What follows belongs to an exercise in optimizing a design on an open flow for small area and a short achievable clock period; a production flow would make more cautious choices. Only simulation tests tie the RTL to the original design; equivalence was not proved. Power is estimated from default activity; no workload was simulated.

## rev 12
Design axis_fifo, start of the top module:
module axis_fifo #(
    parameter int DATA_WIDTH = 16,
    parameter int DEPTH      = 128,
    parameter int AF_THRESH  = DEPTH - 4,
    parameter int AE_THRESH  = 4,
    localparam int PTR_W     = axis_fifo_pkg::ptr_width(DEPTH)
) (
    input  logic                  ACLK,
    input  logic                  ARESET_N,
    input  logic                  FLUSH,
    input  logic                  S_TVALID,
    output logic                  S_TREADY,
    input  logic [DATA_WIDTH-1:0] S_TDATA,
    input  logic                  S_TLAST,
    output logic                  M_TLAST,
    output logic [PTR_W-1:0]      PKT_CNT,
    output logic                  M_TVALID,
    input  logic                  M_TREADY,
    output logic [DATA_WIDTH-1:0] M_TDATA,
    output logic [PTR_W-1:0]      LEVEL,
    output logic                  ALMOST_FULL,
    output logic                  ALMOST_EMPTY
);
    localparam int ADDR_W  = PTR_W - 1;
    localparam int ENTRY_W = axis_fifo_pkg::entry_width(DATA_WIDTH);
    localparam int LO_W    = ADDR_W / 2;
    localparam int LO_N    = 1 << LO_W;
    localparam int HI_N    = 1 << (ADDR_W - LO_W);
    typedef logic [PTR_W-1:0] ptr_t;
    localparam logic [HI_N-1:0] HI_RST = {{(HI_N - 1){1'b0}}, 1'b1};
    localparam logic [LO_N-1:0] LO_RST = {{(LO_N - 1){1'b0}}, 1'b1};
    if (AF_THRESH < 1 || AF_THRESH > DEPTH) begin : g_bad_af
        $error("axis_fifo: AF_THRESH must be within 1..DEPTH");
    end
    if (AE_THRESH < 0 || AE_THRESH > DEPTH - 1) begin : g_bad_ae
        $error("axis_fifo: AE_THRESH must be within 0..DEPTH-1");
    end
    if (DEPTH < 4 || (DEPTH & (DEPTH - 1)) != 0) begin : g_bad_depth
        $error("axis_fifo: DEPTH must be a power of two and at least 4");
    end
    logic [ENTRY_W-1:0] head;        
    logic [ENTRY_W-1:0] wr_entry;
    logic [ENTRY_W-1:0] rd_entry;
    logic [HI_N-1:0] rd_hi;
    logic [LO_N-1:0] rd_lo;
    logic [ADDR_W-1:0] wr_pos;       
    logic  rd_wrap;                  
    ptr_t  lvl;
    ptr_t  pkt;
    logic  vld;                      
    logic  one;                      
    logic  full;                     
    logic  nae;                      
    logic  full_o;                   
    logic  push;
    logic  pop;
    logic  to_store;                 
    logic  from_store;               
    logic  up;                       
    logic  down;                     
  ...
export LEC_CHECK = 0
export CAP_MARGIN = 20
export CORE_MARGIN = 2
export CORE_UTILIZATION = 60
export CTS_CLUSTER_DIAMETER = 90
export CTS_CLUSTER_SIZE = 28
export PLACE_DENSITY = 0.7
export SETUP_SLACK_MARGIN = 5
export SLEW_MARGIN = 20
export SYNTH_HIERARCHICAL = 1
export SYNTH_MINIMUM_KEEP_SIZE = 0
export TNS_END_PERCENT = 100
create_clock -name core_clock -period 8.0 [get_ports {ACLK}]
standard.sh (not shown) runs the stock make flow with config.mk's settings and CLKGATE_MAP_FILE= SYNTH_SCRIPT=/design/flow/synth_recipe.tcl, a recipe that flattens the netlist after the stock synthesis.
==> flow/flow/run.sh <==
#!/bin/bash
set -euo pipefail
sed -e 's/ SETUP_SLACK_MARGIN=5 / SETUP_SLACK_MARGIN=5.5 /' standard.sh > standard_margin.sh
grep -q 'SETUP_SLACK_MARGIN=5.5 ' standard_margin.sh
bash standard_margin.sh > layout_make.log 2>&1
test -s out/final.def
Rev 12 reached the final stage; the timing, DRC and antenna checks on its layout passed.
Edits applied to the flow inputs when going from rev 12 to rev 13:
==> flow/run.sh (new file) <==
#!/bin/bash
# synth_recipe.tcl (not shown) runs the flow's synth.tcl, then flattens the netlist and writes it again
# the make line also repeats each setting of config.mk as NAME=value (left out here)
make -C /OpenROAD-flow-scripts/flow DESIGN_CONFIG=/design/flow/config.mk WORK_HOME=/design/flow/orfs CLKGATE_MAP_FILE= SYNTH_SCRIPT=/design/flow/synth_recipe.tcl finish
removed: flow/flow/run.sh
removed: flow/standard.sh
## What came out
Per the final summary, rev 13 finished and its layout is clean on timing, DRC and antenna.
Compared with rev 12, area of the multi-input gates in rev 13 decreased by a few percent.
Relative to rev 12, global router's overall resource usage has decreased by 1.0 points in rev 13.
~same count of pins on the block boundary in rev 12 and rev 13
[compare] base=rev 12 new=rev 13: met3 usage fell by 1.3 points; placement-stage worst setup slack went down; final design instance area without fill has decreased; core occupancy in the finished layout went down; minimum hold slack -0.034 ns.
From rev 12 to rev 13, number of distinct library cell variants in the gate-level netlist after synthesis did not move at all.
Of rev 12 and rev 13, rev 13 shows the higher fmax, with rev 12 below it.
Sequential share of layout area: rev 12 and rev 13 compared, lower one is rev 12

the baseline:
Another version of the RTL of axis_fifo (not shown whole).
Size in the first run: roughly 3900 cells after synthesis, roughly 2300 flip-flops, about 0.080 sq mm of cells after synthesis.
clock: 8.0 ns
lec_check: 0
cap_margin: 20
core_margin: 2
core_utilization: 60
cts_cluster_diameter: 80
cts_cluster_size: 25
place_density: 0.7
setup_slack_margin: 5
slew_margin: 20
synth_hierarchical: 1
synth_minimum_keep_size: 0
tns_end_percent: 100
==> flow/flow/run.sh <==
#!/bin/bash
set -euo pipefail
sed -e 's/ SETUP_SLACK_MARGIN=5 / SETUP_SLACK_MARGIN=5.5 /' standard.sh > standard_margin.sh
grep -q 'SETUP_SLACK_MARGIN=5.5 ' standard_margin.sh
bash standard_margin.sh > layout_make.log 2>&1
test -s out/final.def
Both conditions hold for the baseline: the flow ran to the end and the final layout passed the timing, DRC and antenna checks.
Input changes introduced in the candidate (baseline for comparison: the baseline):
==> flow/run.sh (new file) <==
#!/bin/bash
# synth_recipe.tcl (not shown) runs the flow's synth.tcl, then flattens the netlist and writes it again
# the make line also repeats each setting of config.mk as NAME=value (left out here)
make -C /OpenROAD-flow-scripts/flow DESIGN_CONFIG=/design/flow/config.mk WORK_HOME=/design/flow/orfs CLKGATE_MAP_FILE= SYNTH_SCRIPT=/design/flow/synth_recipe.tcl finish
removed: flow/flow/run.sh
removed: flow/standard.sh
Results
The baseline: no failed stages, no open violations at the end. The candidate was carried through to the last stage, and its layout satisfied the timing, DRC and antenna checks. Against the baseline, final area in the candidate fell by a few percent. Between the candidate and the baseline, the cell depth of the worst flop-to-flop path is higher for the baseline. Between the baseline and the candidate, global router's overall resource usage decreased.

## job 8091
axis_fifo, a different RTL version from the one above (not shown whole).
Size: about 3800 cells after synthesis, about 2200 flip-flops, roughly 59 I/O pins, about 79000 um2 of cells after synthesis.
clock: 8.0 ns
lec_check: 0
cap_margin: 20
core_margin: 2
core_utilization: 60
cts_cluster_diameter: 90
cts_cluster_size: 28
place_density: 0.7
setup_slack_margin: 5
slew_margin: 20
synth_hierarchical: 1
synth_minimum_keep_size: 0
tns_end_percent: 100
==> flow/flow/run.sh <==
#!/bin/bash
set -euo pipefail
sed -e 's/ SETUP_SLACK_MARGIN=5 / SETUP_SLACK_MARGIN=5.4 /' standard.sh > standard_margin.sh
grep -q 'SETUP_SLACK_MARGIN=5.4 ' standard_margin.sh
bash standard_margin.sh > layout_make.log 2>&1
test -s out/final.def
Edits applied to the flow inputs when going from job 8091 to job 5478:
Settings: changing CTS_CLUSTER_SIZE from 28 to 25; changing CTS_CLUSTER_DIAMETER from 90 to 80.
==> flow/run.sh (new file) <==
#!/bin/bash
# synth_recipe.tcl (not shown) runs the flow's synth.tcl, then flattens the netlist and writes it again
# the make line also repeats each setting of config.mk as NAME=value (left out here)
make -C /OpenROAD-flow-scripts/flow DESIGN_CONFIG=/design/flow/config.mk WORK_HOME=/design/flow/orfs CLKGATE_MAP_FILE= SYNTH_SCRIPT=/design/flow/synth_recipe.tcl finish
removed: flow/flow/run.sh
removed: flow/standard.sh
- Against job 8091, job 5478 comes in 53 lower on layout buffer count excluding clock buffers.
- [compare] base=job 8091 new=job 5478: achievable frequency shows a reduction of 0.0077 GHz, detailed-route wire length per cell dropped about 0.7%, total power draw saw an increase.

-- separate check: timing with driven ports --
Ports are ideal in the flow. The routed layouts listed here were re-timed in OpenROAD. Step 1 (the two cells are an assumption about what drives the block):
set clk [get_ports {ACLK}]
set_driving_cell -lib_cell sky130_fd_sc_hd__clkbuf_16 $clk
set_driving_cell -lib_cell sky130_fd_sc_hd__buf_2 [delete_from_list [all_inputs] $clk]
Step 2, shift: input delay + t, output delay - t, t = (earliest + latest rising clock arrival at the registers) / 2. This alone moves slack from input paths to output paths. Slacks: no drivers / after step 1 / after step 2; pairs: no drivers / after step 1.
| run | shift t [ns] | setup WS [ns] | worst setup path at the end | latest minus earliest clock arrival (ns) | slew at the worst register clock pin (ns) |
|---|---|---|---|---|---|
| rev 12 | 0.818 | 4.800 / 4.800 / 4.583 | input to register | 0.052 / 0.052 | 0.12 / 0.12 |
| rev 13 | 0.817 | 4.910 / 4.876 / 4.417 | input to register | 0.049 / 0.048 | 0.11 / 0.11 |
| the baseline | 0.827 | 4.956 / 4.875 / 4.629 | input to register | 0.047 / 0.048 | 0.10 / 0.10 |
| the candidate | 0.823 | 4.921 / 4.863 / 4.311 | input to register | 0.049 / 0.049 | 0.10 / 0.10 |
| job 8091 | 0.823 | 4.925 / 4.868 / 4.545 | input to register | 0.049 / 0.049 | 0.12 / 0.12 |
| job 5478 | 0.824 | 4.850 / 4.850 / 4.348 | input to register | 0.059 / 0.059 | 0.10 / 0.10 |
After both steps setup and hold are still met in every run listed. For the candidate, which loses most, drivers alone change the setup slack by -0.058 ns; drivers and shift together by -0.610 ns.
